What follows belongs to an exercise in optimizing a design on an open flow for small area, a short achievable clock period and few clock cycles per item; a production flow would make more cautious choices.
RTL that was checked went through simulation tests only; none was proved equivalent to the original.
The RTL of run 7 was laid out without a check of its function.
No activity file was given, so power comes from the tool's default toggle rates.

**flow/config.mk**
```make
export PLATFORM = sky130hd
export DESIGN_NAME = cave_automaton_generation_unit
export DESIGN_NICKNAME = cave_automaton_generation_unit
export VERILOG_FILES = /design/flow/design.v
export SDC_FILE = /design/flow/constraint.sdc
export NUM_CORES = 4
export LEC_CHECK = 0
export CAP_MARGIN = 20
export CORE_MARGIN = 2
export CORE_UTILIZATION = 60
export CTS_BUF_LIST = sky130_fd_sc_hd__clkbuf_16
export CTS_CLUSTER_DIAMETER = 60
export CTS_CLUSTER_SIZE = 30
export PLACE_DENSITY = 0.7
export SETUP_SLACK_MARGIN = 4.0
export SLEW_MARGIN = 20
```
**flow/constraint.sdc**
```tcl
create_clock -name core_clock -period 6.5 [get_ports {clk_i}]
set_input_delay 1.3000 -clock core_clock [delete_from_list [all_inputs] [get_ports {clk_i}]]
set_output_delay 1.3000 -clock core_clock [all_outputs]
set_load 0.01 [all_outputs]
```
**flow/design.v**
```verilog
package cag_pkg;
  localparam int unsigned LINE_W    = 64;
  localparam int unsigned CNT_REG_W = 13;
  localparam int unsigned LEN_REG_W = 7;
  localparam int unsigned NUM_W     = 12;
  localparam int unsigned ADDR_W    = 3;
  localparam int unsigned DATA_W    = 32;
  localparam int unsigned MIN_LINES = 6;
  localparam int unsigned MAX_LINES = 4096;
  localparam int unsigned MIN_LEN   = 6;
endpackage
module cag_cell (
  input  logic [2:0] col_s_i,    
  input  logic [2:0] col_c_i,    
  output logic       maj_o
);
  logic k_ge2, k_all, k_any;
  assign k_ge2 = (col_c_i[0] & col_c_i[1]) | (col_c_i[0] & col_c_i[2]) | (col_c_i[1] & col_c_i[2]);
  assign k_all = &col_c_i;
  assign k_any = |col_c_i;
  assign maj_o = (k_ge2 & (|col_s_i)) | k_all | (k_any & (&col_s_i));
endmodule
module cag_row (
  input  logic [cag_pkg::LINE_W-1:0] above_i,
  input  logic [cag_pkg::LINE_W-1:0] cur_i,
  input  logic [cag_pkg::LINE_W-1:0] below_i,
  output logic [cag_pkg::LINE_W-1:0] maj_o
);
  logic [cag_pkg::LINE_W-1:0] col_s, col_c;
  for (genvar y = 0; y < cag_pkg::LINE_W; y++) begin : g_col
    assign {col_c[y], col_s[y]} = 2'(above_i[y]) + 2'(cur_i[y]) + 2'(below_i[y]);
  end
  for (genvar y = 0; y < cag_pkg::LINE_W; y++) begin : g_lane
    if (y >= 3 && y <= cag_pkg::LINE_W - 3) begin : g_cell
      cag_cell u_cell (
        .col_s_i (col_s[y+1:y-1]),
        .col_c_i (col_c[y+1:y-1]),
        .maj_o   (maj_o[y])
      );
    end else begin : g_none
      assign maj_o[y] = 1'b0;
    end
  end
endmodule
module cave_automaton_generation_unit (
  input  logic                          clk_i,
  input  logic                          rst_ni,
  input  logic                          psel,
  input  logic                          penable,
  input  logic                          pwrite,
  input  logic [cag_pkg::ADDR_W-1:0]    paddr,
  input  logic [cag_pkg::DATA_W-1:0]    pwdata,
  output logic [cag_pkg::DATA_W-1:0]    prdata,
  output logic                          pready,
  input  logic                          in_valid_i,
  output logic                          in_ready_o,
  input  logic [cag_pkg::LINE_W-1:0]    line_cells_i,
  output logic                          out_valid_o,
  input  logic                          out_ready_i,
  output logic [cag_pkg::LINE_W-1:0]    new_line_cells_o,
  output logic [cag_pkg::NUM_W-1:0]     line_number_o,
  output logic                          run_last_o,
  output logic                          grid_done_o
);
  localparam int unsigned W  = cag_pkg::LINE_W;
  localparam int unsigned CW = cag_pkg::CNT_REG_W;
  localparam int unsigned LW = cag_pkg::LEN_REG_W;
  localparam int unsigned NW = cag_pkg::NUM_W;
  logic [CW-1:0] line_count_q;
  logic [LW-1:0] line_length_q;
  logic [CW-1:0] rdata_q;
  logic [W-1:0]  a_q, b_q;
  logic          b_pend_q;       
  logic [NW-1:0] rem_q;          
  logic [W-1:0]  p_cells_q;
  logic          p_last_q, p_done_q;
  logic          p_full_q;       
  logic          rdy_q;          
  logic [W-1:0]  out_cells_q;
  logic [NW-1:0] out_num_q;
  logic          out_last_q, out_done_q, out_valid_q;
  logic          out_fresh_q;    
  assign pready = 1'b1;
  always_ff @(posedge clk_i or negedge rst_ni) begin
    if (!rst_ni) begin
      line_count_q  <= CW'(64);
      line_length_q <= LW'(64);
    end else if (psel && penable && pwrite) begin
      if (paddr[2]) line_length_q <= pwdata[LW-1:0];
      else          line_count_q  <= pwdata[CW-1:0];
    end
  end
  always_ff @(posedge clk_i) begin
    rdata_q <= paddr[2] ? CW'(line_length_q) : line_count_q;
  end
  assign prdata = cag_pkg::DATA_W'(rdata_q);
  logic [NW-1:0] last_row;
  logic [LW-1:0] len_eff;
  logic [W-1:0]  len_mask, col_in;
  always_comb begin
    if (line_count_q < CW'(cag_pkg::MIN_LINES))      last_row = NW'(cag_pkg::MIN_LINES - 1);
    else if (line_count_q > CW'(cag_pkg::MAX_LINES)) last_row = NW'(cag_pkg::MAX_LINES - 1);
    else                                             last_row = NW'(line_count_q - CW'(1));
    if (line_length_q < LW'(cag_pkg::MIN_LEN))       len_eff = LW'(cag_pkg::MIN_LEN);
    else if (line_length_q > LW'(W))                 len_eff = LW'(W);
    else                                             len_eff = line_length_q;
    for (int y = 0; y < W; y++) begin
      len_mask[y] = (LW'(y) < len_eff);
      col_in[y]   = (y >= 3) && (LW'(y + 3) <= len_eff);
    end
  end
  logic [W-1:0] maj, beat_cells;
  logic         row_in, beat_last, beat_done;
  cag_row u_row (
    .above_i (a_q),
    .cur_i   (b_q),
    .below_i (line_cells_i),
    .maj_o   (maj)
  );
  logic num_restart;
  assign num_restart = out_done_q || out_fresh_q;
  assign row_in    = !num_restart && (out_num_q >= NW'(2)) && (rem_q >= NW'(2));
  assign beat_last = (rem_q != NW'(1));
  assign beat_done = (rem_q == '0);
  always_comb begin
    for (int y = 0; y < W; y++)
      beat_cells[y] = (row_in && col_in[y]) ? maj[y] : (b_q[y] && len_mask[y]);
  end
  logic in_fire, flush, emit, out_free, to_out, to_skid, skid_out, out_load;
  assign in_fire  = in_valid_i && !p_full_q;
  assign flush    = !p_full_q && !in_valid_i && b_pend_q && beat_done;
  assign emit     = (in_fire && b_pend_q) || flush;
  assign out_free = !out_valid_q || out_ready_i;
  assign to_out   = emit && out_free;
  assign to_skid  = emit && !out_free;
  assign skid_out = p_full_q && out_ready_i;
  assign out_load = to_out || skid_out;
  always_ff @(posedge clk_i or negedge rst_ni) begin
    if (!rst_ni) begin
      b_pend_q    <= 1'b0;
      rem_q       <= '0;
      p_full_q    <= 1'b0;
      rdy_q       <= 1'b1;
      out_valid_q <= 1'b0;
      out_fresh_q <= 1'b1;
    end else begin
      if (in_fire) begin
        b_pend_q <= 1'b1;
        rem_q    <= (!b_pend_q || beat_done) ? last_row : rem_q - NW'(1);
      end else if (flush) begin
        b_pend_q <= 1'b0;
      end
      if (p_full_q) begin
        p_full_q <= !out_ready_i;
        rdy_q    <= out_ready_i;
      end else begin
        p_full_q <= to_skid;
        rdy_q    <= !to_skid;
      end
      if (out_load)         out_valid_q <= 1'b1;
      else if (out_ready_i) out_valid_q <= 1'b0;
      if (out_load)         out_fresh_q <= 1'b0;
    end
  end
  always_ff @(posedge clk_i) begin
    if (in_fire) begin
      a_q <= b_q;
      b_q <= line_cells_i;
    end
    if (!p_full_q) begin
      p_cells_q <= beat_cells;
      p_last_q  <= beat_last;
      p_done_q  <= beat_done;
    end
    if (out_load) begin
      out_cells_q <= p_full_q ? p_cells_q : beat_cells;
      out_last_q  <= p_full_q ? p_last_q : beat_last;
      out_done_q  <= p_full_q ? p_done_q : beat_done;
      out_num_q   <= num_restart ? '0 : out_num_q + NW'(1);
    end
  end
  assign in_ready_o       = rdy_q;
  assign out_valid_o      = out_valid_q;
  assign new_line_cells_o = out_cells_q;
  assign line_number_o    = out_num_q;
  assign run_last_o       = out_last_q;
  assign grid_done_o      = out_done_q;
endmodule
```
**flow/run.sh**
```bash
#!/bin/bash
# synth_recipe.tcl (not shown) runs the flow's synth.tcl, then flattens the netlist and writes it again
# the make line also repeats each setting of config.mk as NAME=value (left out here)
make -C /OpenROAD-flow-scripts/flow DESIGN_CONFIG=/design/flow/config.mk WORK_HOME=/design/flow/orfs CLKGATE_MAP_FILE= SYNTH_SCRIPT=/design/flow/synth_recipe.tcl finish
```
==> run summary, run 1 <==
- Hold path endpoint: a_q[2]
- Final GP Congestion: 0.890
- ANT cells: 0
- RSZ-0062 raised after global routing: true
- Worst path bufs/invs: 1
- Clock latency on the worst-skew pair: about 0.60 ns
- Top delay family on crit path: compound AO/OA/AOI/OAI gates
- Port buffer count: 177
- Initial Utilization: 61.0%
- Hold path start: b_q[2]
- Static Leak: 8.91 nW
- EDFF count, synth: 203
- Startpoint types: primary input
- Pwr Density: 314 nW/µm²
- Bufs on Longest Clock Path: 3
- IO Count: 219
- Via count: 15,457
- Num CTS Buffers: 30
- TritonCTS clock tree: built
- 1st-pass router iterations: 6
- Max incr delay on CP: 0.62 ns
- Reg2Reg Depth: 5
- Setup TNS Final: 0 ns
- Via density: about 6.5
- Cell row count: between 60 and 70
- Fin area: 22,900 µm²
- Number of synthesized register bits: 319
- Worst r2r src: line_length_q[3]
- Synthesized netlist cell count: 1,698
- Asr flop ratio synth: between 10% and 20%
- Setup slack, reg-to-reg: around 4 ns
- CP startpoint: line_cells_i[48]
- Most used DFF post-synth: edfxtp_1
- Worst IR drop on VDD: 0.000297 V
- CP arrival: 3.08 ns
- Outcome: finished clean
- Initial antenna violation count: 0
- Clock Sinks: 319
- Max Clock Skew: 0.0357 ns
- # H-tree levels: 1
- GR Overflow Total: 0
- Net load switching power: 2.60 mW
- CP Max Fanout: 5
- Die Wd: 175 µm
- Layout area overhead: 31.0%
- Sequential fraction of design power: 39.1%
- Worst hold path type: flop to flop
- Commonest cells after routing, fill and taps aside: edfxtp_1 (203), nand2_1 (137), buf_4 (116)
- Sequential cell area: between 8000 and 9000 µm²
- Fmax: 0.374 GHz
- Hold path cells: 0
- Internal power: approximately 4.6 mW
- Placed Instance Area: 20,000 µm²
- Final wirelength: 52.6 mm
- Largest net degree at the start of global routing: 69
- Max-cap violations: 0
- Residual DRC: 0
- DRT antenna net count: 0
- CP endpoint kind: flop
- Crit path required time: 6.91 ns
- YS warnings: 1
- Total power: 7.20 mW
- Total GRT Usage: 32.3%
- Setup violations, final: 0
- CP max stage cell: fa_2
- Setup Crit Path Kind: primary input to flop
- Seq/Total Area, Yosys: 49.2%
- DP HPWL: 30.8 mm
- Die height: 175 µm
- Switching portion of total power: a little over a third
- Clk slew on worst S/H paths: 0.09 ns
- Routed len/inst: 22.2 µm
- Final hold vios: 0
- Violation count after the first detailed-route iteration: 1,870
- Multi-input logic area: between 9000 and 10,000 µm²
- Hold-fix buffers, CTS: 0
- Comb pwr share: 33.1%
- First-pass GRT wire length: 78.9 mm
- RR Endpoint: out_cells_q[6]
- Worst Max-Slew Pin Slew: 0.864 ns
- Vias in the first global route: 14,635
- Period utilisation layout: 41.1%
- CP cell instances: buf_8, fa_2, o21ai_2, o22a_1, o311a_1, or4_1, o211ai_1
- Layout cells sized above 1: 35.5%
- Final count of pins violating max slew: 0
- Die ar.: 30,600 µm²
- CTS Root Cell: clkbuf_16
- NumNets Final: 2,133
- Synth cell types: 88
- Slew headroom: 42.4%
- Most common cell after layout, fill and taps aside: edfxtp_1
- Final min period: 2.67 ns
- Filler cells: 1,841
- Clk pwr share: 27.8%
- Avg Inst Size Synth: 10.3 µm²
- Core Area: 28,700 µm²
- Post-synthesis cell area: around 18,000 µm²
what timing repair did:
item,in CTS,in global routing
cloned,4,2
hold endpoints to repair,0,0
endpoints found under the setup margin,322,198
resized for setup,686,190
pin swaps,183,154
buffers inserted,109,34
cells in the mapped netlist, types with 16 or more instances:
cell      count  area, µm²
mux2_2       28        315
nand2b_1     24        150
nand3_1      43        215
nor4_1       17        106
nor2b_1      29        181
o21ai_0     112        561
dfrtp_1      33        826
inv_1       105        394
clkbuf_1     90        338
nand2_1     153        574
fa_1         61       1220
nand4_1      21        131
a31oi_1      18        113
nor3_1       22        110
nor2_1      110        413
o211ai_1     33        248
buf_4        20        150
maj3_1       16        160
a211oi_1     20        150
dfxtp_1      79       1580
edfxtp_1    203       6100
a21oi_1     119        596
routing by layer:
metal | track usage, % | vias to the layer above | wire, µm
li1 | - | 6841 | -
met1 | 43.4 | 7498 | 20600
met2 | 52.2 | 914 | 24700
met3 | 6.03 | 204 | 4840
met4 | 13.1 | 0 | 2430
met5 | 0 | - | 0
worst max path at each step:
| stage | end | cells after the start | slack [ns] |
|---|---|---|---|
| after floorplan | out_cells_q[15] | 7 | 3.38 |
| after global placement | out_cells_q[15] | 7 | 2.75 |
| after detailed placement | out_cells_q[15] | 7 | 2.73 |
| after CTS | out_cells_q[49] | 7 | 3.82 |
| after global routing | out_cells_q[49] | 7 | 3.79 |
| final | out_cells_q[49] | 7 | 3.83 |
power groups by stage:
stage | combinational, mW | clock (mW) | sequential (mW)
finish | 2.38 | 2.00 | 2.81
detailed placement | 1.92 | 0 | 2.85
global route | 2.54 | 2.09 | 2.85
global placement | 1.86 | 0 | 2.84
floorplan | 1.35 | 0 | 2.79
CTS | 2.15 | 2.02 | 2.80
sequential cells by signal, summed over array words and instances, names as in the netlist, 7 cells and up:
register / flops
b_q: 64
out_cells_q: 64
p_cells_q: 64
a_q: 61
line_count_q: 13
rdata_q: 13
out_num_q: 12
rem_q: 12
line_length_q: 7
metrics by stage:
| step | std cells | utilization (%) | hold slack [ns] | setup slack (ns) |
|---|---|---|---|---|
| after floorplan | 1716 | - | 0.420 | 3.38 |
| after global placement | 2163 | 69.5 | 0.430 | 2.75 |
| after detailed placement | 2163 | 69.5 | 0.445 | 2.73 |
| after CTS | 2332 | 77.6 | 0.460 | 3.82 |
| after global routing | 2368 | 79.9 | 0.469 | 3.79 |
| final | 2368 | 79.9 | 0.458 | 3.83 |
layout make-up:
class,instances,area share (%)
well taps,384,2.10
repair inverters,2,0.120
flip-flops and latches,319,37.6
repair buffers,334,12.3
clock buffers,31,3.38
inverters,107,2.32
multi-input cells,1166,40.5
clock inverters,25,1.67
kinds of logic (layout without fill, tap and decap cells):
kind of cell | after synthesis | count (layout) | synth area share (%)
AO/OA/AOI/OAI | 507 | 509 | 19.7
AND/OR/NAND/NOR | 506 | 506 | 14.4
flip-flops | 319 | 319 | 49.2
buffers and inverters | 233 | 499 | 5.47
adder cells (fa/ha/maj) | 83 | 83 | 8.32
multiplexers | 34 | 34 | 2.14
XOR/XNOR | 14 | 14 | 0.700
other | 2 | 20 | 0.0429
Testbench counts, summed over its fixed seeds: cycles 5,576, lines 5,552.
==> run 2, diff against run 1 <==
--- a/flow/config.mk
+++ b/flow/config.mk
@@ -15,2 +15,3 @@
 export SETUP_SLACK_MARGIN = 4.0
 export SLEW_MARGIN = 20
+export TNS_END_PERCENT = 5
==> run summary, run 2 <==
- Outcome: finished clean
- DRT antenna net count: 0 (unchanged)
- First-pass GRT wire length: 72.5 mm (-8.2%)
- Top cells by count, synth: edfxtp_1 (203), nand2_1 (153), a21oi_1 (119), o21ai_0 (112), nor2_1 (110)
- Seq/Total Area, Yosys: 49.2% (unchanged)
- Worst setup margin: 3.65 ns (-0.178 ns)
- EDFF count, synth: 203 (unchanged)
- Die Wd: 175 µm (unchanged)
- Fin area: 22,000 µm² (-4.1%)
- Clock Sinks: 319 (unchanged)
- Initial antenna violation count: 2 (+2)
- Cell taking the most area after synthesis: edfxtp_1
- RR Endpoint: out_cells_q[42]
- Sequential cell area: 8620 µm² (about the same)
- Final min period: 2.85 ns (+0.178 ns)
- Clk pwr share: 25.6% (-2.2 points)
- # H-tree levels: 1 (unchanged)
- Compound-cell area share of the yosys netlist: 19.7% (unchanged)
- Met1 Use GR: 41.2% (-2.2 points)
- Asr flop ratio synth: 11.6% (unchanged)
- Most common cell after layout, fill and taps aside: edfxtp_1
- Commonest cells after routing, fill and taps aside: edfxtp_1 (203), nand2_1 (146), clkdlybuf4s50_1 (109)
- Initial Utilization: 61.0% (unchanged)
- Max Clock Skew: 0.0185 ns (-0.0172 ns)
- Violation count after the first detailed-route iteration: 1,649 (-12%)
- Final count of pins violating max slew: 0 (unchanged)
- YS warnings: 1 (unchanged)
- Hold path cells: 0 (unchanged)
- Fmax: 0.351 GHz (-6.2%)
- RSZ-0062 raised after global routing: true
- Synth top area share: 34.8% (unchanged)
- Placed Instance Area: 19,400 µm² (-2.7%)
- Static Leak: 8.52 nW (-4.4%)
- Clk slew on worst S/H paths: 0.08 ns (about the same)
- Die height: 175 µm (unchanged)
- GR met3 Demand/Resource: 4.63% (-1.4 points)
- M2 GR Usage: 46.6% (-5.6 points)
- TritonCTS clock tree: built
- CP Max Fanout: 5 (unchanged)
- DP Worst Slack: 2.63 ns (-0.104 ns)
- Net load switching power: 2.31 mW (-11%)
- Via count: 14,825 (-4.1%)
- Worst Max-Slew Pin Slew: 0.883 ns (+0.0189 ns)
- NumNets Final: 2,093 (-1.9%)
- Crit path required time: 6.81 ns (-0.10 ns)
- Filler cells: 1,959 (+6.4%)
- GR peak layer: met2
- CP arrival: 3.16 ns (+0.08 ns)
- Top flop regs: b_q (64), out_cells_q (64), p_cells_q (64)
- Clock latency on the worst-skew pair: 0.56 ns (-0.04 ns)
- Worst IR drop on VDD: 0.000266 V (-10%)
- Vias in the first global route: 13,732 (-6.2%)
- Multiplexer share of the synthesized area: 2.14% (unchanged)
- Bufs on Longest Clock Path: 3 (unchanged)
- Switching portion of total power: 34.3% (-1.8 points)
- Hold path endpoint: a_q[5]
- Largest net degree at the start of global routing: 135 (+96%)
- Final hold vios: 0 (unchanged)
- IO Count: 219 (unchanged)
- Total GRT Usage: 29.4% (-2.9 points)
- Startpoint types: primary input
- Comb pwr share: 32.6% (-0.5 points)
- Adder-Cell Fraction of Synth Area: 8.32% (unchanged)
- Layout cells sized above 1: 22.0% (-14 points)
- Cell row count: 62 (unchanged)
- Num CTS Buffers: 26 (-13%)
- Worst hold path type: flop to flop
- Setup Crit Path Kind: primary input to flop
- Pwr Density: 305 nW/µm² (-2.7%)
- Number of synthesized register bits: 319 (unchanged)
- Core Area: 28,700 µm² (unchanged)
- Setup violations, final: 0 (unchanged)
- Hold-fix buffers, CTS: 0 (unchanged)
- Final GP Congestion: 0.891 (+0.11%)
- Simple-gate area share of the yosys netlist: 14.4% (unchanged)
- Multi-input logic area: 8770 µm² (-5.6%)
- Slew headroom: 41.1% (-1.3 points)
- Synthesized netlist cell count: 1,698 (unchanged)
- Main combinational cell family by area after synthesis: compound AO/OA/AOI/OAI gates
- Post-synthesis cell area: 17,500 µm² (unchanged)
- Final wirelength: 47.9 mm (-8.8%)
- Max-cap violations: 0 (unchanged)
- Period utilisation layout: 43.9% (+2.7 points)
- Synth cell types: 88 (unchanged)
- Reg2Reg Depth: 5 (unchanged)
- Setup slack, reg-to-reg: 3.75 ns (-0.23 ns)
- Synth area leaders: edfxtp_1 (35%), dfxtp_1 (9.0%), fa_1 (7.0%), dfrtp_1 (4.7%), a21oi_1 (3.4%)
- Routed len/inst: 20.6 µm (-7.1%)
- Hold path start: b_q[5]
- Synth Area in XOR/XNOR: 0.700% (unchanged)
- Sequential fraction of design power: 41.7% (+2.6 points)
- Internal power: 4.41 mW (-4.0%)
- Layout area overhead: 25.6%
- CTS Root Cell: clkbuf_16
- 1st-pass router iterations: 5 (-1)
- CP endpoint kind: flop
- Die ar.: 30,600 µm² (unchanged)
- Port buffer count: 177 (unchanged)
- Avg Inst Size Synth: 10.3 µm² (unchanged)
- Setup TNS Final: 0 ns (unchanged)
- Via density: 6.37 (-2.4%)
- GR Overflow Total: 0 (unchanged)
- Most used DFF post-synth: edfxtp_1
- DP HPWL: 29.8 mm (-3.0%)
- Count leader, synth: edfxtp_1
- Residual DRC: 0 (unchanged)
- Worst r2r src: line_length_q[4]
-- run 2: worst max path at each step --
stage                     depth (start not counted)  slack (ns)             start              end
final                                             7        3.65  line_cells_i[16]  out_cells_q[15]
after global routing                              7        3.58  line_cells_i[16]  out_cells_q[15]
after CTS                                         8        3.54   line_cells_i[5]   out_cells_q[6]
after detailed placement                          7        2.63  line_cells_i[11]  out_cells_q[10]
after global placement                            7        2.68  line_cells_i[49]  out_cells_q[49]
after floorplan                                   7        3.38  line_cells_i[15]  out_cells_q[15]
-- run 2: power by group through the flow --
stage	registers (mW)	clock network, mW	logic, mW
2_1_floorplan	2.79	0	1.19
3_3_place_gp	2.83	0	1.75
3_5_place_dp	2.84	0	1.80
4_1_cts	2.81	1.74	1.98
5_1_grt	2.84	1.80	2.36
6_report	2.80	1.72	2.19
-- run 2: layout make-up --
type	instances	share of cell area [%]
Clock inverter	21	1.21
Antenna cell	2	0.0228
Multi-Input combinational cell	1166	39.9
Clock buffer	27	3.07
Timing Repair Buffer	299	12.5
Sequential cell	319	39.2
Inverter	107	1.95
Timing Repair inverter	1	0.0512
Tap cell	384	2.18
-- run 2: cell families after synthesis --
family / Yosys count
multiplexers: 34
flip-flops: 319
other: 2
buffers and inverters: 233
AO/OA/AOI/OAI: 507
XOR/XNOR: 14
adder cells (fa/ha/maj): 83
AND/OR/NAND/NOR: 506
-- run 2: what timing repair did --
action                     4_1_cts  5_1_grt
setup endpoints to repair      322      423
cloned                           1        2
pin swaps                       99       83
setup buffers                   69       41
resized for setup              232      167
hold endpoints to repair         0        0
-- run 2: metrics by stage --
step,instances,util [%],power (mW),hold slack (ns)
3_3_place_gp,2163,67.6,4.59,0.430
4_1_cts,2281,73.8,6.53,0.464
3_5_place_dp,2163,67.6,4.64,0.434
2_1_floorplan,1716,-,3.97,0.420
6_report,2326,76.6,6.72,0.458
5_1_grt,2325,76.6,7.01,0.475
-- run 2: worst max-delay path, cell delays in order --
cell	delay, ns
clkdlybuf4s15_1	0.21
fa_2	0.51
o21a_1	0.24
maj3_2	0.31
o2111ai_2	0.20
nor3_2	0.08
a211o_1	0.30
-- run 2: metal layers --
metal | vias up | wire length [µm] | share of wire [%]
li1 | 6731 | - | -
met3 | 121 | 3980 | 8.3
met1 | 7226 | 19900 | 41
met4 | 0 | 1720 | 3.6
met5 | - | 0 | 0
met2 | 747 | 22400 | 47
==> run 3, diff against run 2 <==
--- a/flow/config.mk
+++ b/flow/config.mk
@@ -13,5 +13,4 @@
 export CTS_CLUSTER_SIZE = 30
 export PLACE_DENSITY = 0.7
-export SETUP_SLACK_MARGIN = 4.0
+export SETUP_SLACK_MARGIN = 4.3
 export SLEW_MARGIN = 20
-export TNS_END_PERCENT = 5
==> run summary, run 3 <==
- Static Leak: 9.49 nW (+11%)
- Outcome: finished clean
- Hold path endpoint: a_q[2]
- Core Area: 28,700 µm² (unchanged)
- # H-tree levels: 1 (unchanged)
- Internal power: 4.66 mW (+5.6%)
- Initial antenna violation count: 0 (-2)
- Crit path required time: 6.93 ns (+0.12 ns)
- DP HPWL: 30.5 mm (+2.3%)
- Hold path start: b_q[2]
- Via density: 6.48 (+1.7%)
- Bufs on Longest Clock Path: 3 (unchanged)
- Most common cell after layout, fill and taps aside: edfxtp_1
- Synth area leaders: edfxtp_1 (35%), dfxtp_1 (9.0%), fa_1 (7.0%), dfrtp_1 (4.7%), a21oi_1 (3.4%)
- Residual DRC: 0 (unchanged)
- Synth top area share: 34.8% (unchanged)
- Final min period: 2.87 ns (+0.0154 ns)
- Worst r2r src: line_length_q[2]
- DRT antenna net count: 0 (unchanged)
- Max-cap violations: 0 (unchanged)
- Worst IR drop on VDD: 0.000288 V (+8.3%)
- Multi-input logic area: 9600 µm² (+9.4%)
- Hold path cells: 0 (unchanged)
- GR Overflow Total: 0 (unchanged)
- Reg2Reg Depth: 5 (unchanged)
- Routed len/inst: 22.4 µm (+8.4%)
- RSZ-0062 raised after global routing: true
- Switching portion of total power: 35.6% (+1.3 points)
- Layout cells sized above 1: 42.2% (+20 points)
- Die Wd: 175 µm (unchanged)
- Max incr delay on CP: 0.63 ns (+0.12 ns)
- Clock Sinks: 319 (unchanged)
- Total GRT Usage: 33.5% (+4.1 points)
- 1st-pass router iterations: 7 (+2)
- Avg Inst Size Synth: 10.3 µm² (unchanged)
- Commonest cells after routing, fill and taps aside: edfxtp_1 (203), buf_4 (137), nand2_1 (134)
- Largest net degree at the start of global routing: 69 (-49%)
- Clk pwr share: 24.5% (-1.1 points)
- NumNets Final: 2,213 (+5.7%)
- Final GP Congestion: 0.890 (-0.18%)
- IO Count: 219 (unchanged)
- Num CTS Buffers: 28 (+7.7%)
- TritonCTS clock tree: built
- CP endpoint kind: flop
- Setup TNS Final: 0 ns (unchanged)
- Max Clock Skew: 0.0216 ns (+0.00309 ns)
- Startpoint types: primary input
- EDFF count, synth: 203 (unchanged)
- Final count of pins violating max slew: 0 (unchanged)
- Final hold vios: 0 (unchanged)
- Setup violations, final: 0 (unchanged)
- Cell row count: 62 (unchanged)
- CTS Root Cell: clkbuf_16
- Die ar.: 30,600 µm² (unchanged)
- Placed cells: 2,161 (-0.092%)
- CP cell instances: buf_8, fa_2, o211ai_1, a221oi_2, o22ai_1, or4_1, nand3_2
- Top cells by count, synth: edfxtp_1 (203), nand2_1 (153), a21oi_1 (119), o21ai_0 (112), nor2_1 (110)
- Non-Filler Instances: 2,446 (+5.2%)
- YS warnings: 1 (unchanged)
- Worst Max-Slew Pin Slew: 0.697 ns (-0.186 ns)
- Vias in the first global route: 15,362 (+12%)
- Initial Utilization: 61.0% (unchanged)
- Final wirelength: 54.7 mm (+14%)
- Total power: 7.24 mW (+7.7%)
- First-pass GRT wire length: 82.0 mm (+13%)
- RR Endpoint: out_cells_q[50]
- Fmax: 0.349 GHz (-0.54%)
- Slew headroom: 53.6% (+12 points)
- Setup slack, reg-to-reg: 3.93 ns (+0.18 ns)
- CP max stage cell: fa_2
- Pwr Density: 299 nW/µm² (-2.2%)
- Die height: 175 µm (unchanged)
- Most used DFF post-synth: edfxtp_1
- Number of synthesized register bits: 319 (unchanged)
- Period utilisation layout: 44.1% (+0.24 points)
- Synth cell types: 88 (unchanged)
- Synthesized netlist cell count: 1,698 (unchanged)
- CP arrival: 3.30 ns (+0.14 ns)
- Worst path bufs/invs: 1 (unchanged)
- Violation count after the first detailed-route iteration: 1,867 (+13%)
- CP Max Fanout: 5 (unchanged)
- Count leader, synth: edfxtp_1
- Clock latency on the worst-skew pair: 0.57 ns (about the same)
- Filler cells: 1,551 (-21%)
- Post-synthesis cell area: 17,500 µm² (unchanged)
- Worst hold path type: flop to flop
- Top delay family on crit path: simple AND/OR/NAND/NOR gates
- Comb pwr share: 36.4% (+3.8 points)
- Port buffer count: 177 (unchanged)
- Setup Crit Path Kind: primary input to flop
- Sequential fraction of design power: 39.1% (-2.6 points)
- Layout area overhead: 38.4%
- Top flop regs: b_q (64), out_cells_q (64), p_cells_q (64)
- Clk slew on worst S/H paths: 0.08 ns (about the same)
- Net load switching power: 2.58 mW (+12%)
- Via count: 15,848 (+6.9%)
- Asr flop ratio synth: 11.6% (unchanged)
- Seq/Total Area, Yosys: 49.2% (unchanged)
- Sequential cell area: 8640 µm² (+0.25%)
- Final core utilization: 84.4% (+7.8 points)
- ANT cells: 0 (-2)
- Cell taking the most area after synthesis: edfxtp_1
run 3: changes by cell type in the layout (fill, tap and decap cells not counted), moves of 25 or more:
cell             previous run  this run
buf_2                      10        88
buf_6                      21       110
buf_8                       2        30
a21oi_1                   106        80
clkdlybuf4s50_1           109        20
dlymetal6s2s_1             25         0
o21ai_0                    88        50
buf_4                      98       137
run 3: worst max-delay path by stage:
stage / to / cells after the start / slack, ns / startpoint
floorplan: out_cells_q[15] / 7 / 3.38 / line_cells_i[15]
global placement: out_cells_q[12] / 6 / 2.60 / rem_q[7]
detailed placement: out_cells_q[41] / 6 / 2.53 / rem_q[7]
CTS: out_cells_q[25] / 7 / 3.77 / line_cells_i[24]
global route: out_cells_q[25] / 7 / 3.61 / line_cells_i[24]
finish: out_cells_q[25] / 7 / 3.63 / line_cells_i[24]
run 3: power by group through the flow:
stage | registers [mW] | logic (mW) | clock network, mW
after floorplan | 2.79 | 1.37 | 0
after global placement | 2.84 | 1.87 | 0
after detailed placement | 2.86 | 1.92 | 0
after CTS | 2.81 | 2.30 | 1.78
after global routing | 2.86 | 2.80 | 1.86
final | 2.83 | 2.63 | 1.77
run 3: kinds of logic after synthesis:
family / Yosys count / synth area share, %
adder cells (fa/ha/maj): 83 / 8.32
AO/OA/AOI/OAI: 507 / 19.7
AND/OR/NAND/NOR: 506 / 14.4
flip-flops: 319 / 49.2
buffers and inverters: 233 / 5.47
XOR/XNOR: 14 / 0.700
other: 2 / 0.0429
multiplexers: 34 / 2.14
run 3: worst reg2reg max path, delay by kind of cell, from the launching register on:
kind	cells	cell delay [ns]
and+or+nand+nor	1	0.36
DFF	1	0.73
AOI/OAI and AO/OA	4	1.21
run 3: metal layers:
layer	share of wire, %	up-vias	GRT usage [%]	routed length [µm]
met3	9.2	179	5.05	5040
met1	39	7750	45.4	21200
met4	4.8	0	15.5	2600
li1	-	7010	-	-
met5	0	-	0	0
met2	47	909	53.9	25800
run 3: area by class of cell:
class	instances	share of cell area (%)
Timing Repair Buffer	416	16.4
Clock inverter	23	0.991
Timing Repair inverter	2	0.134
Clock buffer	29	2.99
Multi-Input combinational cell	1166	39.6
Sequential cell	319	35.7
Inverter	107	2.26
Tap cell	384	1.98
run 3: stage by stage:
step / hold WS [ns] / setup slack [ns] / cell area (µm²)
2_1_floorplan: 0.420 / 3.38 / 18600
3_3_place_gp: 0.431 / 2.60 / 20000
3_5_place_dp: 0.434 / 2.53 / 20000
4_1_cts: 0.453 / 3.77 / 23000
5_1_grt: 0.471 / 3.61 / 24200
6_report: 0.452 / 3.63 / 24200
run 3: repair_timing:
item                       in CTS  in global routing
gates cloned                    7                  8
hold buffers                    0                  0
gates resized for setup       989                154
setup endpoints to repair     448                298
pin swaps                     251                178
setup buffers                 173                 45
==> run 4, diff against run 3 <==
--- a/flow/config.mk
+++ b/flow/config.mk
@@ -8,9 +8,9 @@
 export CAP_MARGIN = 20
 export CORE_MARGIN = 2
-export CORE_UTILIZATION = 60
+export CORE_UTILIZATION = 75
 export CTS_BUF_LIST = sky130_fd_sc_hd__clkbuf_16
 export CTS_CLUSTER_DIAMETER = 60
 export CTS_CLUSTER_SIZE = 30
-export PLACE_DENSITY = 0.7
-export SETUP_SLACK_MARGIN = 4.3
+export PLACE_DENSITY = 0.8
+export SETUP_SLACK_MARGIN = 3.9
 export SLEW_MARGIN = 20
==> run summary, run 4 <==
- EDFF count, synth: 203 (unchanged)
- IO Count: 219 (unchanged)
- YS warnings: 1 (unchanged)
- Top cells by count, synth: edfxtp_1 (203), nand2_1 (153), a21oi_1 (119), o21ai_0 (112), nor2_1 (110)
- Avg Inst Size Synth: 10.3 µm² (unchanged)
- Synth top area share: 34.8% (unchanged)
- Cell taking the most area after synthesis: edfxtp_1
- Initial Utilization: 76.9% (+16 points)
- Bufs on Longest Clock Path: 3 (unchanged)
- CTS Root Cell: clkbuf_16
- Seq/Total Area, Yosys: 49.2% (unchanged)
- Port buffer count: 177 (unchanged)
- Postcts setup bufs: 139 (-20%)
- Synth area leaders: edfxtp_1 (35%), dfxtp_1 (9.0%), fa_1 (7.0%), dfrtp_1 (4.7%), a21oi_1 (3.4%)
- Asr flop ratio synth: 11.6% (unchanged)
- Post-synthesis cell area: 17,500 µm² (unchanged)
- Die Wd: 157 µm (-10%)
- # H-tree levels: 1 (unchanged)
- DP HPWL: 33.2 mm (+8.9%)
- Num CTS Buffers: 24 (-14%)
- Clock Sinks: 319 (unchanged)
- Most used DFF post-synth: edfxtp_1
- Cell row count: 55 (-11%)
- Die height: 157 µm (-10%)
- Number of synthesized register bits: 319 (unchanged)
- Fail Step: clock tree synthesis
- Count leader, synth: edfxtp_1
- Synth cell types: 88 (unchanged)
- Synthesized netlist cell count: 1,698 (unchanged)
- Outcome: did not finish
- Placed Instance Area: 19,800 µm² (-0.86%)
- Tool error: [ERROR DPL-0033] detailed placement checks failed during check placement.
- Final GP Congestion: 0.950 (+6.8%)
- Post_cts resized: 531 (-46%)
- Hold-fix buffers, CTS: 0 (unchanged)
[run 4: cell counts after synthesis]
Identical to the previous run, type by type.
[run 4: power by group through the flow]
stage,Combinational [mW],Clock (mW),Sequential (mW)
2_1_floorplan,1.35,0,2.79
3_3_place_gp,1.81,0,2.85
3_5_place_dp,1.92,0,2.87
[run 4: cells by family after synthesis]
group                      after synthesis  synth area share [%]
AOI/OAI and AO/OA                      507                  19.7
xor gates and xnor gates                14                 0.700
adders and majority gates               83                  8.32
buffers and inverters                  233                  5.47
DFF                                    319                  49.2
muxes                                   34                  2.14
other                                    2                0.0429
and+or+nand+nor                        506                  14.4
[run 4: worst max path at each step]
stage                     start              end  slack (ns)  depth (start not counted)
2_1_floorplan  line_cells_i[15]  out_cells_q[15]        3.38                          7
3_3_place_gp           rem_q[7]  out_cells_q[41]        2.47                          6
3_5_place_dp           rem_q[7]  out_cells_q[41]        2.38                          6
[run 4: through the flow]
stage          setup slack (ns)  instances
3_3_place_gp               2.47       2088
3_5_place_dp               2.38       2088
2_1_floorplan              3.38       1716
==> run 5, diff against run 4 <==
==> flow/config.mk (replaced) <==
export PLATFORM = sky130hd
export DESIGN_NAME = cave_automaton_generation_unit
export DESIGN_NICKNAME = cave_automaton_generation_unit
export VERILOG_FILES = /design/flow/design.v
export SDC_FILE = /design/flow/constraint.sdc
export NUM_CORES = 4
export LEC_CHECK = 0
export CAP_MARGIN = 20
export CORE_MARGIN = 2
export CORE_UTILIZATION = 40
export PLACE_DENSITY = 0.6
export SETUP_SLACK_MARGIN = 4.0
export SLEW_MARGIN = 20
==> run summary, run 5 <==
- Outcome: finished clean
- Final hold vios: 0
- Top cells by count, synth: edfxtp_1 (203), nand2_1 (153), a21oi_1 (119), o21ai_0 (112), nor2_1 (110)
- Commonest cells after routing, fill and taps aside: edfxtp_1 (203), nand2_1 (139), buf_4 (138)
- Number of synthesized register bits: 319 (unchanged)
- CP Max Fanout: 5
- YS warnings: 1 (unchanged)
- TritonCTS clock tree: built
- Worst hold path type: flop to flop
- Fin area: ~24,000 µm²
- Largest net degree at the start of global routing: 68
- Slew headroom: approximately half
- ANT cells: 0
- Pwr Density: 309 nW/µm²
- Synthesized netlist cell count: 1,698 (unchanged)
- Bufs on Longest Clock Path: 3 (unchanged)
- First-pass GRT wire length: 82.8 mm
- Die ar.: roughly 45,000 µm²
- Initial antenna violation count: 1
- Final min period: between 2 and 3 ns
- Hold_ws: between 0.4 and 0.5 ns
- Clk pwr share: between 20% and 30%
- Layout area overhead: 35.7%
- Placed cells: 2,364 (+13%)
- Most common cell after layout, fill and taps aside: edfxtp_1
- Hold-fix buffers, CTS: 0 (unchanged)
- Startpoint types: primary input
- Clk slew on worst S/H paths: 0.06 ns
- Max-cap violations: 0
- Worst Max-Slew Pin Slew: 0.757 ns
- Placed Instance Area: 20,200 µm² (+2.0%)
- GR Overflow Total: 0
- Synth top area share: 34.8% (unchanged)
- Final count of pins violating max slew: 0
- Worst IR drop on VDD: 0.000205 V
- Post-synthesis cell area: 17,500 µm² (unchanged)
- # H-tree levels: 2 (+1)
- Total GRT Usage: 23.5%
- Non-Filler Instances: ~2,600
- CP max stage cell: fa_2
- Die height: 213 µm (+36%)
- Synth cell types: 88 (unchanged)
- Via density: roughly 5.7
- Cell row count: 76 (+38%)
- Via count: 15,001
- Residual DRC: 0
- Crit path required time: 6.88 ns
- Top delay family on crit path: adder cells
- Violation count after the first detailed-route iteration: 1,135
- Setup violations, final: 0
- Comb pwr share: between 30% and 40%
- Setup slack, reg-to-reg: slightly below 4 ns
- Internal power: 4.92 mW
- Avg Inst Size Synth: 10.3 µm² (unchanged)
- Worst setup margin: 3.74 ns
- Count leader, synth: edfxtp_1
- DRT antenna net count: 0
- EDFF count, synth: 203 (unchanged)
- Clock latency on the worst-skew pair: 0.55 ns
- CTS Root Cell: clkbuf_16
- CP arrival: 3.14 ns
- Static Leak: 9.17 nW
- Net load switching power: 2.42 mW
- Cell taking the most area after synthesis: edfxtp_1
- Vias in the first global route: between 10,000 and 15,000
- Final GP Congestion: 0.834 (-12%)
- Final core utilization: 55.1%
- CP cell instances: buf_8, fa_2, o21ai_4, o22a_1, o311a_1, or4_4, o211ai_1
- NumNets Final: 2,179
- Seq/Total Area, Yosys: 49.2% (unchanged)
- Max incr delay on CP: 0.62 ns
- Final wirelength: 54.2 mm
- Asr flop ratio synth: 11.6% (unchanged)
- Period utilisation layout: 42.4%
- Synth area leaders: edfxtp_1 (35%), dfxtp_1 (9.0%), fa_1 (7.0%), dfrtp_1 (4.7%), a21oi_1 (3.4%)
- Routed len/inst: 20.7 µm
- Switching portion of total power: between 30% and 40%
- Initial Utilization: 40.6% (-36 points)
- Filler cells: 3,838
- Num CTS Buffers: 38 (+58%)
- Total power: 7.34 mW
- Most used DFF post-synth: edfxtp_1
- 1st-pass router iterations: 5
- Clock Sinks: 319 (unchanged)
- Core Area: 43,200 µm²
- Top flop regs: b_q (64), out_cells_q (64), p_cells_q (64)
- DP Worst Slack: 2.72 ns (+0.336 ns)
- IO Count: 219 (unchanged)
- Worst path bufs/invs: 1
- Max Clock Skew: 0.0133 ns
- DP HPWL: 33.6 mm (+1.1%)
- RSZ-0062 raised after global routing: true
- Setup Crit Path Kind: primary input to flop
- Setup TNS Final: 0 ns
- Fmax: 0.362 GHz
- Port buffer count: 177 (unchanged)
- Die Wd: 213 µm (+36%)
- Layout cells sized above 1: 35.1%
- Sequential fraction of design power: 38.5%
- CP endpoint kind: flop
-- run 5: cell counts after synthesis --
No cell type changed its count.
-- run 5: kinds of logic after synthesis --
group	count (synthesis)	synth area share (%)
other cells	2	0.0429
buf+inv	233	5.47
xor+xnor	14	0.700
compound gates	507	19.7
flops	319	49.2
simple gates	506	14.4
fa+ha+maj	83	8.32
mux	34	2.14
-- run 5: final cells by class --
cell class,instances,area (µm²),area share [%]
multi-input combinational,1168,9290,39.1
sequential,319,8620,36.3
timing repair buffer,370,3340,14.1
clock buffer,50,1040,4.36
tap,585,732,3.08
inverter,107,542,2.28
clock inverter,19,171,0.721
timing repair inverter,2,36.3,0.153
-- run 5: timing repair --
item,4_1_cts,5_1_grt
gates cloned,6,1
pin swaps,184,157
setup endpoints to repair,321,222
buffers inserted,136,44
resized for setup,670,188
-- run 5: final timing paths --
path	to	startpoint	depth (start not counted)
hold / removal	a_q[51]	b_q[51]	0
setup reg to reg	out_cells_q[7]	line_length_q[1]	5
setup / recovery	out_cells_q[49]	line_cells_i[48]	7
max in group asynchronous	line_count_q[6]	rst_ni	2
hold reg to reg	a_q[51]	b_q[51]	0
min in group asynchronous	out_valid_q	rst_ni	1
-- run 5: power by group through the flow --
| stage | logic, mW | clock network (mW) | registers, mW |
|---|---|---|---|
| 3_3_place_gp | 1.91 | 0 | 2.85 |
| 6_report | 2.42 | 2.10 | 2.82 |
| 3_5_place_dp | 1.95 | 0 | 2.86 |
| 5_1_grt | 2.62 | 2.22 | 2.86 |
| 2_1_floorplan | 1.35 | 0 | 2.79 |
| 4_1_cts | 2.23 | 2.14 | 2.81 |
-- run 5: per-layer routing --
layer  wire [µm]  GRT usage (%)  share of wire, %  up-vias
met1       23700           32.0                44     7480
met3        3310           4.25               6.1      101
li1            -              -                 -     6947
met2       25700           38.1                47      471
met5          11              0             0.020        -
met4        1490           7.64               2.8        2
==> run 6, diff against run 5 <==
--- a/flow/config.mk
+++ b/flow/config.mk
@@ -8,6 +8,9 @@
 export CAP_MARGIN = 20
 export CORE_MARGIN = 2
-export CORE_UTILIZATION = 40
-export PLACE_DENSITY = 0.6
+export CORE_UTILIZATION = 60
+export CTS_BUF_LIST = sky130_fd_sc_hd__clkbuf_8
+export CTS_CLUSTER_DIAMETER = 40
+export CTS_CLUSTER_SIZE = 12
+export PLACE_DENSITY = 0.7
 export SETUP_SLACK_MARGIN = 4.0
 export SLEW_MARGIN = 20
==> run summary, run 6 <==
- Hold_ws: 0.460 ns (+0.0103 ns)
- Vias in the first global route: 14,639 (-0.60%)
- EDFF count, synth: 203 (unchanged)
- Placed cells: 2,163 (-8.5%)
- Core Area: 28,700 µm² (-34%)
- Startpoint types: primary input
- Commonest cells after routing, fill and taps aside: edfxtp_1 (203), nand2_1 (139), buf_4 (109)
- Clk pwr share: 27.0% (-1.6 points)
- IO Count: 219 (unchanged)
- Outcome: finished clean
- Bufs on Longest Clock Path: 3 (unchanged)
- Total power: 7.08 mW (-3.6%)
- Max Clock Skew: 0.0388 ns (+0.0255 ns)
- Worst hold path type: flop to flop
- CP endpoint kind: flop
- Top flop regs: b_q (64), out_cells_q (64), p_cells_q (64)
- Die height: 175 µm (-18%)
- Final GP Congestion: 0.890 (+6.8%)
- Pwr Density: 311 nW/µm² (+0.76%)
- Count leader, synth: edfxtp_1
- Worst Max-Slew Pin Slew: 0.875 ns (+0.118 ns)
- Synth area leaders: edfxtp_1 (35%), dfxtp_1 (9.0%), fa_1 (7.0%), dfrtp_1 (4.7%), a21oi_1 (3.4%)
- Fmax: 0.366 GHz (+1.0%)
- Reg2Reg Depth: 10 (+5)
- Via count: 15,380 (+2.5%)
- Internal power: 4.59 mW (-6.7%)
- CP Max Fanout: 3 (-2)
- Final core utilization: 79.3% (+24 points)
- Residual DRC: 0 (unchanged)
- Cell taking the most area after synthesis: edfxtp_1
- Post-synthesis cell area: 17,500 µm² (unchanged)
- Via density: 6.43 (+12%)
- Sequential cell area: 8620 µm² (unchanged)
- Top delay family on crit path: compound AO/OA/AOI/OAI gates
- Crit path required time: 6.82 ns (-0.06 ns)
- DP HPWL: 30.8 mm (-8.4%)
- Final min period: 2.73 ns (-0.0283 ns)
- Total GRT Usage: 32.0% (+8.5 points)
- Most common cell after layout, fill and taps aside: edfxtp_1
- Asr flop ratio synth: 11.6% (unchanged)
- Synth top area share: 34.8% (unchanged)
- Setup violations, final: 0 (unchanged)
- Die ar.: 30,600 µm² (-33%)
- Static Leak: 8.87 nW (-3.2%)
- Worst IR drop on VDD: 0.000196 V (-4.1%)
- Max incr delay on CP: 0.49 ns (-0.13 ns)
- YS warnings: 1 (unchanged)
- Number of synthesized register bits: 319 (unchanged)
- CP cell instances: buf_8, fa_2, buf_6, buf_4, a211oi_2, o221ai_1, a21oi_1, nor4b_2, a211o_1
- Worst path bufs/invs: 3 (+2)
- Slew headroom: 41.7% (-7.5 points)
- Clk slew on worst S/H paths: 0.07 ns (about the same)
- Hold-fix buffers, CTS: 0 (unchanged)
- Hold path cells: 0 (unchanged)
- Non-Filler Instances: 2,392 (-8.7%)
- Largest net degree at the start of global routing: 69 (+1.5%)
- First-pass GRT wire length: 78.1 mm (-5.7%)
- Setup Crit Path Kind: primary input to flop
- Most used DFF post-synth: edfxtp_1
- Final wirelength: 52.8 mm (-2.6%)
- GR Overflow Total: 0 (unchanged)
- Port buffer count: 177 (unchanged)
- Layout cells sized above 1: 36.2% (+1.1 points)
- Setup TNS Final: 0 ns (unchanged)
- Final count of pins violating max slew: 0 (unchanged)
- Initial antenna violation count: 0 (-1)
- Synth cell types: 88 (unchanged)
- Cell row count: 62 (-18%)
- CP arrival: 3.05 ns (-0.09 ns)
- Comb pwr share: 33.3% (+0.4 points)
- Num CTS Buffers: 48 (+26%)
- CTS Root Cell: clkbuf_8
- ANT cells: 0 (unchanged)
- TritonCTS clock tree: built
- Avg Inst Size Synth: 10.3 µm² (unchanged)
- Clock latency on the worst-skew pair: 0.60 ns (+0.05 ns)
- Sequential fraction of design power: 39.7% (+1.2 points)
- Clock Sinks: 319 (unchanged)
- RSZ-0062 raised after global routing: true
- Seq/Total Area, Yosys: 49.2% (unchanged)
- Critical path depth: 9 (+2)
- Switching portion of total power: 35.2% (+2.2 points)
- Violation count after the first detailed-route iteration: 1,671 (+47%)
- Final hold vios: 0 (unchanged)
- Die Wd: 175 µm (-18%)
- DRT antenna net count: 0 (unchanged)
- Layout area overhead: 29.9%
- Multi-input logic area: 9280 µm² (about the same)
- Initial Utilization: 61.0% (+20 points)
- Period utilisation layout: 42.0% (-0.44 points)
- Filler cells: 1,860 (-52%)
- Top cells by count, synth: edfxtp_1 (203), nand2_1 (153), a21oi_1 (119), o21ai_0 (112), nor2_1 (110)
- Routed len/inst: 22.1 µm (+6.7%)
- # H-tree levels: 2 (unchanged)
- Synthesized netlist cell count: 1,698 (unchanged)
- CP max stage cell: fa_2
- NumNets Final: 2,144 (-1.6%)
- Net load switching power: 2.49 mW (+2.8%)
- 1st-pass router iterations: 6 (+1)
- Max-cap violations: 0 (unchanged)
## run 6: cell counts after synthesis
Identical to the previous run, type by type.
## run 6: worst register-to-register path, delay by kind of cell, from the launching register on
kind                     cells  cell delay (ns)
AND/OR/NAND/NOR              3             0.73
flip-flops                   1             0.40
buffers and inverters        4             0.67
AO/OA/AOI/OAI                2             0.37
adder cells (fa/ha/maj)      1             0.20
## run 6: cells by family (layout without fill, tap and decap cells)
group / count (synthesis) / after routing / share of synthesized area (%)
muxes: 34 / 34 / 2.14
buffers and inverters: 233 / 523 / 5.47
other: 2 / 20 / 0.0429
DFF: 319 / 319 / 49.2
and+or+nand+nor: 506 / 506 / 14.4
xor gates and xnor gates: 14 / 14 / 0.700
adders and majority gates: 83 / 83 / 8.32
AOI/OAI and AO/OA: 507 / 509 / 19.7
## run 6: path summary, 6_finish.rpt
kind	end	start	slack, ns
hold reg to reg	a_q[50]	b_q[50]	0.46
hold / removal	a_q[50]	b_q[50]	0.46
min in group asynchronous	line_count_q[9]	rst_ni	0.85
setup / recovery	out_cells_q[11]	line_cells_i[11]	3.77
max in group asynchronous	p_full_q	rst_ni	5.01
setup reg to reg	out_cells_q[49]	out_num_q[0]	3.93
## run 6: what timing repair did
item	4_1_cts	5_1_grt
cloned	3	4
buffers inserted	109	26
gates resized for setup	655	232
pin swaps	178	143
endpoints found under the setup margin	322	210
## run 6: cell type report
cell class              count  share of cell area (%)
flip-flops and latches    319                    37.9
well taps                 384                    2.11
repair inverters            2                   0.121
clock buffers              49                    2.96
inverters                 107                    2.34
clock inverters            38                    1.82
multi-input cells        1166                    40.8
repair buffers            327                    12.0
## run 6: layer usage
layer	global-route usage, %	up-vias	routed length [µm]
met5	0	-	0
met4	13.7	0	2120
met3	6.11	165	5160
met2	50.7	873	24700
met1	43.5	7487	20800
li1	-	6855	-
## run 6: through the flow
stage	instance area (µm²)	worst slack, ns
finish	22700	3.77
global route	22700	3.74
CTS	22000	3.81
detailed placement	20000	2.73
global placement	20000	2.75
floorplan	18500	3.38
## run 6: power by group through the flow
| stage | Sequential [mW] | Combinational, mW | Clock, mW |
|---|---|---|---|
| 2_1_floorplan | 2.79 | 1.35 | 0 |
| 3_3_place_gp | 2.84 | 1.86 | 0 |
| 3_5_place_dp | 2.85 | 1.92 | 0 |
| 4_1_cts | 2.81 | 2.10 | 1.92 |
| 5_1_grt | 2.85 | 2.52 | 2.00 |
| 6_report | 2.81 | 2.36 | 1.91 |
==> run 7, diff against run 6 <==
--- a/flow/design.v
+++ b/flow/design.v
@@ -70,5 +70,6 @@
   logic [LW-1:0] line_length_q;
   logic [CW-1:0] rdata_q;
-  logic [W-1:0]  a_q, b_q;
+  logic [W-1:0]  c_q, a_q, b_q;
+  logic          c_valid_q;      
   logic          b_pend_q;       
   logic [NW-1:0] rem_q;          
@@ -115,5 +116,5 @@
     .above_i (a_q),
     .cur_i   (b_q),
-    .below_i (line_cells_i),
+    .below_i (c_q),
     .maj_o   (maj)
   );
@@ -127,8 +128,8 @@
       beat_cells[y] = (row_in && col_in[y]) ? maj[y] : (b_q[y] && len_mask[y]);
   end
-  logic in_fire, flush, emit, out_free, to_out, to_skid, skid_out, out_load;
-  assign in_fire  = in_valid_i && !p_full_q;
-  assign flush    = !p_full_q && !in_valid_i && b_pend_q && beat_done;
-  assign emit     = (in_fire && b_pend_q) || flush;
+  logic take, flush, emit, out_free, to_out, to_skid, skid_out, out_load;
+  assign take     = c_valid_q && !p_full_q;
+  assign flush    = !p_full_q && !c_valid_q && b_pend_q && beat_done;
+  assign emit     = (take && b_pend_q) || flush;
   assign out_free = !out_valid_q || out_ready_i;
   assign to_out   = emit && out_free;
@@ -138,4 +139,5 @@
   always_ff @(posedge clk_i or negedge rst_ni) begin
     if (!rst_ni) begin
+      c_valid_q   <= 1'b0;
       b_pend_q    <= 1'b0;
       rem_q       <= '0;
@@ -145,5 +147,6 @@
       out_fresh_q <= 1'b1;
     end else begin
-      if (in_fire) begin
+      if (rdy_q) c_valid_q <= in_valid_i;
+      if (take) begin
         b_pend_q <= 1'b1;
         rem_q    <= (!b_pend_q || beat_done) ? last_row : rem_q - NW'(1);
@@ -164,7 +167,8 @@
   end
   always_ff @(posedge clk_i) begin
-    if (in_fire) begin
+    if (rdy_q) c_q <= line_cells_i;
+    if (take) begin
       a_q <= b_q;
-      b_q <= line_cells_i;
+      b_q <= c_q;
     end
     if (!p_full_q) begin
--- a/flow/config.mk
+++ b/flow/config.mk
@@ -9,8 +9,5 @@
 export CORE_MARGIN = 2
 export CORE_UTILIZATION = 60
-export CTS_BUF_LIST = sky130_fd_sc_hd__clkbuf_8
-export CTS_CLUSTER_DIAMETER = 40
-export CTS_CLUSTER_SIZE = 12
 export PLACE_DENSITY = 0.7
-export SETUP_SLACK_MARGIN = 4.0
+export SETUP_SLACK_MARGIN = 4.2
 export SLEW_MARGIN = 20
==> run summary, run 7 <==
- Outcome: finished clean
- Final hold vios: 0 (unchanged)
- Static Leak: 9.59 nW (+8.2%)
- Asr flop ratio synth: 9.90% (-1.7 points)
- # H-tree levels: 2 (unchanged)
- Synth cell types: 79 (-10%)
- Startpoint types: flop
- Simple-gate area share of the yosys netlist: 13.3% (-1.2 points)
- Violation count after the first detailed-route iteration: 1,819 (+8.9%)
- Filler cells: 1,942 (+4.4%)
- DP Worst Slack: 3.01 ns (+0.275 ns)
- Num CTS Buffers: 42 (-13%)
- CP max stage cell: dfstp_4
- Max Clock Skew: 0.0245 ns (-0.0143 ns)
- Via count: 15,969 (+3.8%)
- Seq/Total Area, Yosys: 54.8% (+5.6 points)
- Die Wd: 183 µm (+4.8%)
- Largest net degree at the start of global routing: 80 (+16%)
- CP endpoint kind: output port
- Worst Max-Slew Pin Slew: 0.886 ns (+0.0114 ns)
- Total GRT Usage: 31.2% (-0.78 points)
- Top cells by count, synth: edfxtp_1 (267), nand2_1 (150), o21ai_0 (139), a21oi_1 (128), nor2_1 (111)
- Setup TNS Final: 0 ns (unchanged)
- TritonCTS clock tree: built
- Layout cells sized above 1: 27.8% (-8.4 points)
- Max-cap violations: 0 (unchanged)
- Bufs on Longest Clock Path: 3 (unchanged)
- Synth top area share: 41.6% (+6.8 points)
- Worst setup margin: 3.90 ns (+0.133 ns)
- Final wirelength: 56.2 mm (+6.5%)
- Routed len/inst: 22.6 µm (+2.5%)
- Count leader, synth: edfxtp_1
- Fmax: 0.385 GHz (+5.1%)
- Initial antenna violation count: 0 (unchanged)
- Number of synthesized register bits: 384 (+20%)
- Initial Utilization: 61.1% (+0.064 points)
- Worst IR drop on VDD: 0.000232 V (+18%)
- Final count of pins violating max slew: 0 (unchanged)
- Synth area leaders: edfxtp_1 (42%), dfxtp_1 (8.2%), fa_1 (6.3%), dfrtp_1 (4.4%), o21ai_0 (3.6%)
- Residual DRC: 0 (unchanged)
- GR Overflow Total: 0 (unchanged)
- CP cell instances: buf_6
- DP HPWL: 31.6 mm (+2.8%)
- First-pass GRT wire length: 81.7 mm (+4.7%)
- Synthesized netlist cell count: 1,760 (+3.7%)
- YS warnings: 1 (unchanged)
- Setup violations, final: 0 (unchanged)
- CTS Root Cell: clkbuf_16
- Multiplexer share of the synthesized area: 2.01% (-0.14 points)
- Final GP Congestion: 0.845 (-5.1%)
- Avg Inst Size Synth: 10.9 µm² (+6.2%)
- Synth Area in XOR/XNOR: 0.682% (-0.019 points)
- CP arrival: 1.30 ns (-1.75 ns)
- Compound-cell area share of the yosys netlist: 17.3% (-2.4 points)
- Core Area: 31,600 µm² (+9.9%)
- Cell taking the most area after synthesis: edfxtp_1
- Top delay family on crit path: flip-flops
- Worst hold path type: flop to flop
- Crit path required time: 5.20 ns (-1.62 ns)
- IO Count: 219 (unchanged)
- Sequential cell area: 10,600 µm² (+23%)
- Layout area overhead: 30.1%
- EDFF count, synth: 267 (+32%)
- Clk slew on worst S/H paths: 0.06 ns (about the same)
- Vias in the first global route: 14,952 (+2.1%)
- Worst path bufs/invs: 1 (-2)
- Setup Crit Path Kind: flop to output port
- Main combinational cell family by area after synthesis: compound AO/OA/AOI/OAI gates
- Multi-input logic area: 8820 µm² (-4.9%)
- Most common cell after layout, fill and taps aside: edfxtp_1
- 1st-pass router iterations: 10 (+4)
- ANT cells: 0 (unchanged)
- Max incr delay on CP: 0.64 ns (+0.15 ns)
- Commonest cells after routing, fill and taps aside: edfxtp_1 (267), nand2_1 (144), a21oi_1 (117)
- Final min period: 2.60 ns (-0.133 ns)
- Slew headroom: 40.9% (-0.76 points)
- Pwr Density: 421 nW/µm² (+35%)
- RSZ-0062 raised after global routing: true
- Total power: 10.5 mW (+49%)
- Most used DFF post-synth: edfxtp_1
- Port buffer count: 177 (unchanged)
- Period utilisation layout: 40.0% (-2.0 points)
- Clock Sinks: 384 (+20%)
- Hold-fix buffers, CTS: 0 (unchanged)
- NumNets Final: 2,222 (+3.6%)
- CP Max Fanout: 2 (-1)
- Via density: 6.43 (about the same)
- Cell row count: 65 (+4.8%)
- Post-synthesis cell area: 19,300 µm² (+10%)
- Adder-Cell Fraction of Synth Area: 7.14% (-1.2 points)
- Die height: 183 µm (+4.8%)
- Clock latency on the worst-skew pair: 0.56 ns (-0.04 ns)
- DRT antenna net count: 0 (unchanged)
- Die ar.: 33,600 µm² (+9.8%)
==> run 7: final timing paths <==
path                          from               end  slack [ns]  depth (start not counted)
max reg2reg                b_q[53]   out_cells_q[52]        4.06                          7
max                          rdy_q        in_ready_o        3.90                          1
min in group asynchronous   rst_ni  line_length_q[5]        0.87                          1
min reg2reg                 c_q[1]            b_q[1]        0.41                          0
max in group asynchronous   rst_ni  line_length_q[1]        4.98                          1
min                         c_q[1]            b_q[1]        0.41                          0
==> run 7: layout make-up <==
class / count / share of cell area [%]
Sequential cell: 384 / 42.3
Inverter: 89 / 1.40
Clock inverter: 17 / 0.889
Tap cell: 402 / 2.01
Multi-Input combinational cell: 1177 / 35.2
Timing Repair Buffer: 355 / 13.3
Clock buffer: 60 / 4.99
==> run 7: repair_timing <==
| item | 4_1_cts | 5_1_grt |
|---|---|---|
| endpoints found under the setup margin | 416 | 250 |
| gates resized for setup | 492 | 200 |
| cloned | 5 | 12 |
| setup buffers | 66 | 85 |
| pin swaps | 32 | 95 |
==> run 7: routing by layer <==
metal	part of all wire [%]	routed length, µm	vias to the layer above	track usage (%)
met3	10	5730	183	6.12
met5	0	0	-	0
met1	39	21800	7721	42.6
met4	4.6	2580	0	11.6
li1	-	-	7131	-
met2	47	26200	934	50.2
==> run 7: cells by family (layout without fill, tap and decap cells) <==
kind of cell    count (synthesis)  after routing
simple gates                  515            517
fa+ha+maj                      75             75
flops                         384            384
other cells                     2             20
buf+inv                       221            521
compound gates                513            515
xor+xnor                       15             15
mux                            35             35
==> run 7: per-stage QoR <==
stage,cell area [µm²],utilization [%],hold WS [ns],cells
3_5_place_dp,21200,67.2,0.405,2239
3_3_place_gp,21200,67.2,0.402,2239
4_1_cts,23300,73.9,0.417,2387
6_report,25100,79.4,0.413,2484
2_1_floorplan,19400,-,0.400,1778
5_1_grt,25100,79.4,0.428,2484
==> run 7: report_power, final <==
| part | total, mW | switching, mW | leakage [nW] | internal, mW |
|---|---|---|---|---|
| combinational | 4.19 | 2.34 | 5.15 | 1.85 |
| sequential | 3.82 | 0.418 | 3.72 | 3.40 |
| clock | 2.54 | 0.999 | 0.723 | 1.54 |

==> port drivers added, routing unchanged <==
The flow's constraints put no driver on any port. The routed layouts listed below were extracted and timed again, unchanged, in two steps. Step 1, drivers: a clkbuf_16 drives clk_i and a buf_2 each remaining input, both assumed. Step 2 adds t to the input delays and takes it off the output delays; t is the mean of the earliest and latest rising clock arrival at the registers after step 1. Input paths then give back, and output paths get back, about the clock's delay inside the block. Slacks: ideal ports / drivers / drivers and shift; pairs: ideal ports / drivers.
| run | t, ns | slack for setup (ns) | worst slew at a driven data input, ns |
|---|---|---|---|
| run 1 | 0.630 | 3.827 / 3.840 / 3.210 | 0.07 |
| run 2 | 0.609 | 3.649 / 3.614 / 3.067 | 0.07 |
| run 3 | 0.620 | 3.634 / 3.649 / 3.029 | 0.07 |
| run 5 | 0.595 | 3.741 / 3.754 / 3.160 | 0.08 |
| run 6 | 0.631 | 3.769 / 3.764 / 3.134 | 0.07 |
| run 7 | 0.605 | 3.902 / 3.847 / 3.646 | 0.06 |
After both steps every run listed still meets setup and hold. For run 6, which loses most, drivers alone change the setup slack by -0.005 ns; drivers and shift together by -0.635 ns.
